This is an optimization exercise on Yosys and OpenROAD, whose aim is small area, a short achievable clock period and few clock cycles per item, not a production implementation. Only simulation tests tie the RTL to the original design; equivalence was not proved. No activity file was given, so power comes from the tool's default toggle rates.

## lagoon
## wallace_mult
module wallace_mult (
	input  logic                  clk,
	input  logic                  rst_n,
	input  logic                  in_valid,
	input  wallace_pkg::operand_t a,
	input  wallace_pkg::operand_t b,
	output logic                  in_credit,
	output logic                  out_valid,
	output wallace_pkg::product_t product,
	input  logic                  out_credit
);
Size in the first run: ~70 I/O pins, about 17000 sq um of cells after synthesis.
Settings: LEC_CHECK=0, ABC_AREA=1, CAP_MARGIN=20, CORE_MARGIN=2, CORE_UTILIZATION=40, CTS_CLUSTER_DIAMETER=80, CTS_CLUSTER_SIZE=30, SETUP_SLACK_MARGIN=1.8, SLEW_MARGIN=20; clock period 4.0 ns.
run.sh (not shown) runs the stock make flow with config.mk's settings and CLKGATE_MAP_FILE= SYNTH_SCRIPT=/design/flow/synth_recipe.tcl, a recipe that flattens the netlist after the stock synthesis.
Testbench counts of lagoon, summed over its fixed seeds: cycles 3,232, items 3,200.
The inputs of zinc differ from those of lagoon as listed below.
- CTS_CLUSTER_DIAMETER: 80 -> unset
- SETUP_SLACK_MARGIN: 1.8 -> 2.0
- CTS_CLUSTER_SIZE: 30 -> unset
Final instance area went up by more than 10% going from lagoon to zinc.
Between lagoon and zinc, the flow reports detailed-routed wire length on met3 increasing by more than 10%.
zinc vs lagoon on count of clock-buffer cells in the layout: zinc is the higher one.
Comparing zinc against lagoon, there is no change at all in number of nets with antenna violations after routing.
What onyx does differently from zinc at the input level:
- removing ABC_AREA (formerly 1)
### Flow results
- Diff zinc -> onyx: number of multi-input combinational cells has decreased, number of global-route vias before repair shrank by 479, via count normalized by instance count climbed 0.30.
- Diff zinc and onyx: cell depth of the worst flop-to-flop path higher in zinc
- onyx ran to completion and came out clean on the timing, DRC and antenna checks.
- Diff zinc -> onyx: post-synthesis cell count moved down, number of clock-tree buffers in the layout moved up, sum of internal, switching and leakage power moved up, sequential cell count level.
- Instance count on the critical path on onyx is down relative to zinc.
Changes in yarrow relative to onyx:
- CTS_CLUSTER_SIZE: unset -> 30
- ABC_AREA: unset -> 1
- SETUP_SLACK_MARGIN: 2.0 -> 1.9
- CTS_CLUSTER_DIAMETER: unset -> 80
Findings:
- The source of the critical timing path comes out u_csa.st2_q[5] in one run and u_csa.st2_q[15] in the other, namely in onyx and yarrow respectively.
- On largest incremental delay on the critical path, yarrow and onyx are neck and neck.
- met1 capacity usage during global routing came out higher on yarrow than on onyx.
- Mean number of vias per cell was higher in onyx than in yarrow.
- yarrow — clock-cell share of area 1.4 points lower, onyx as reference
- In the route summary, yarrow ends up with a via count exceeding that of onyx.
- Routed wire length deteriorates in yarrow relative to onyx.
- The run showing the smaller first-pass GRT wire length is onyx.
- Comparing yarrow and onyx, the higher non-clock buffer count was measured on onyx.
- Cmp yarrow and onyx / floorplan die width / lower: onyx

---

wallace_mult, a different RTL version from the one above (not shown whole).
Size: ~1,600 cells after synthesis, about 230 flip-flops, about 70 I/O pins, roughly 17,000 um2 of cells after synthesis.
make LEC_CHECK=0 ABC_CLOCK_PERIOD_IN_PS=2400 CAP_MARGIN=20 CORE_MARGIN=2 CORE_UTILIZATION=40 SETUP_SLACK_MARGIN=1.5 SLEW_MARGIN=20 finish   # period 4.0 ns
Testbench counts at the start, summed over its fixed seeds: cycles 3,224, items 3,200.
Change:
Settings changed: ABC_CLOCK_PERIOD_IN_PS 2400 to unset, SETUP_SLACK_MARGIN 1.5 to 1.8, TNS_END_PERCENT set to 100.
The new run went through all stages and came out clean. Cell area came out higher by roughly a tenth. Clock power is about the same. Non-clock buffer count came out higher by 112.
Change:
Settings changed: SETUP_SLACK_MARGIN 1.8 to 1.9, TNS_END_PERCENT 100 to unset.
=>
- The changed run finished with timing, DRC and antenna clean
- flip-flop and latch count is unchanged
- fmax came out lower by a few percent
- die area stays the same
- non-clock buffer count came out higher by 9
- clock-buffer cell count came out lower by 6
- cell count came out higher slightly
- global-route usage came out higher by 0.40 points

---

Setup of v50:
RTL: one of the versions met above, not the one the previous note started from.
Size: about 1400 cells after synthesis, ~70 I/O pins.
clock: 4.0 ns
lec_check: 0
cap_margin: 20
core_margin: 2
core_utilization: 40
setup_slack_margin: 1.8
slew_margin: 20
Testbench counts of v50, summed over its fixed seeds: cycles 3,232, items 3,200.
Input-level comparison between v9 and v50:
Settings: a change of CORE_UTILIZATION from 40 to 55; an added CTS_CLUSTER_DIAMETER of 80; an added ABC_AREA of 1; an added CTS_CLUSTER_SIZE of 30.
Notes after the runs:
Cmp v50 and v9 / net count after synthesis / higher: v9
The final reports for v9 and v50 show fraction of final layout cells with drive strength greater than 1 lower in the former.
The core utilization reported for v9 is greater than that of v50 by 14 points.
Input-level comparison between v11 and v9:
Settings: ABC_AREA no longer set, was 1; CTS_CLUSTER_SIZE no longer set, was 30; CORE_UTILIZATION now 40, was 55; CTS_CLUSTER_DIAMETER no longer set, was 80; SETUP_SLACK_MARGIN now 1.6, was 1.8.
Results
- Route | v11 vs v9 | wire shorter in v11
- Taking v9 as the reference point, the number of cells on the critical path of v11 falls by 3.
- Changes observed in v11 relative to v9: peak ir drop on the vdd network rose by 3.8%; count of state elements after synthesis stayed essentially flat; design area rose by about 0.8%.
What v12 does differently from v11 at the input level:
Settings: setting PLACE_DENSITY to 0.75 for the first time; setting CTS_CLUSTER_SIZE to 30 for the first time; changing SETUP_SLACK_MARGIN from 1.6 to 1.8; setting ABC_AREA to 1 for the first time; setting CTS_CLUSTER_DIAMETER to 80 for the first time.
Results
v12 against v11: net switching fraction of the power now larger; share of cell area taken by multi-input logic gates went down 0.54 points.
Looking only at global-route wire length before repair, and setting everything else aside, the higher value of v12 and v11 goes to v12.
The final reports for v12 and v11 show share of power burned in combinational logic higher in the former.
--- input diff v12..v28 ---
Settings: changing SETUP_SLACK_MARGIN from 1.8 to 1.7; removing PLACE_DENSITY (formerly 0.75).
Notes after the runs:
v28 went all the way through synthesis, placement and routing and the layout is clean on timing, DRC and antenna.
Part of the power in the clock network delta for v28 relative to v12: 2.0 points higher
Highest attainable clock frequency in v28 vs v12: up about 2%
[v28] global routing met2 resource utilization rose 0.31 points relative to v12
Diff v12 -> v28: via count decreased by 202 relative to the old numbers; wire length of the first global-routing pass increased by 2.2% relative to the old numbers.
Against v12, wire length in v28 came out worse.
diff inputs: v28 => v54
Settings: a deleted ABC_AREA that had been 1; a change of SETUP_SLACK_MARGIN from 1.7 to 1.8.
==> notes.md <==
Clock insertion delay at the later pin of the skew report: v54 vs v28, no meaningful difference
v54 against v28: quantity of gates resized following cts picked up an extra 71; net switching share of the total power now sits lower.
Sort v28 and v54 by initial core utilization, ascending, and v28 comes first.
Lower relative area change from synthesis to final layout among v28 and v54: v28
Re sequential power: v28 and v54 aren't equal, and the higher value belongs to v54.
From v28 to v54 the numbers moved as follows: non-clock buffer count has increased, design area has increased, gate count after technology mapping has decreased, overall power after layout has increased, sequential share of layout area has decreased.
Kind of critical path = reg2reg: v54; kind of critical path = reg2out: v28

## static timing again, ports no longer ideal
How much do the figures lean on ideal ports? The routed layouts below were timed once more, with nothing changed but the port constraints.
Step 1, drivers: a clkbuf_16 drives clk and a buf_2 each remaining input, both assumed.
Step 2 adds t to the input delays and takes it off the output delays; t is the mean of the earliest and latest rising clock arrival at the registers after step 1. Input paths then give back, and output paths get back, about the clock's delay inside the block.
Three values: no drivers, after step 1, after step 2; two values: the first two.
run | t (ns) | slack for setup (ns) | slew at the worst register clock pin (ns)
lagoon | 0.579 | 1.803 / 1.777 / 1.271 | 0.11 / 0.11
zinc | 0.576 | 1.779 / 1.779 / 1.537 | 0.06 / 0.06
onyx | 0.597 | 1.731 / 1.731 / 1.189 | 0.06 / 0.06
yarrow | 0.582 | 1.823 / 1.823 / 1.397 | 0.11 / 0.11
the first run of note 2 | 0.574 | 1.464 / 1.488 / 0.914 | 0.07 / 0.07
the second run of note 2 | 0.559 | 1.519 / 1.513 / 0.954 | 0.07 / 0.07
the third run of note 2 | 0.557 | 1.357 / 1.351 / 0.794 | 0.07 / 0.07
v50 | 0.595 | 1.729 / 1.729 / 1.251 | 0.06 / 0.06
v9 | 0.565 | 1.761 / 1.761 / 1.336 | 0.11 / 0.11
v11 | 0.583 | 1.560 / 1.560 / 1.144 | 0.06 / 0.06
v12 | 0.567 | 1.713 / 1.713 / 1.312 | 0.11 / 0.11
v28 | 0.581 | 1.760 / 1.709 / 1.252 | 0.10 / 0.10
v54 | 0.582 | 1.724 / 1.724 / 1.219 | 0.11 / 0.11
After both steps every run listed still meets setup and hold. The setup slack of the second run of note 2, which loses most, moves by -0.006 ns with the drivers and by -0.565 ns with both steps.
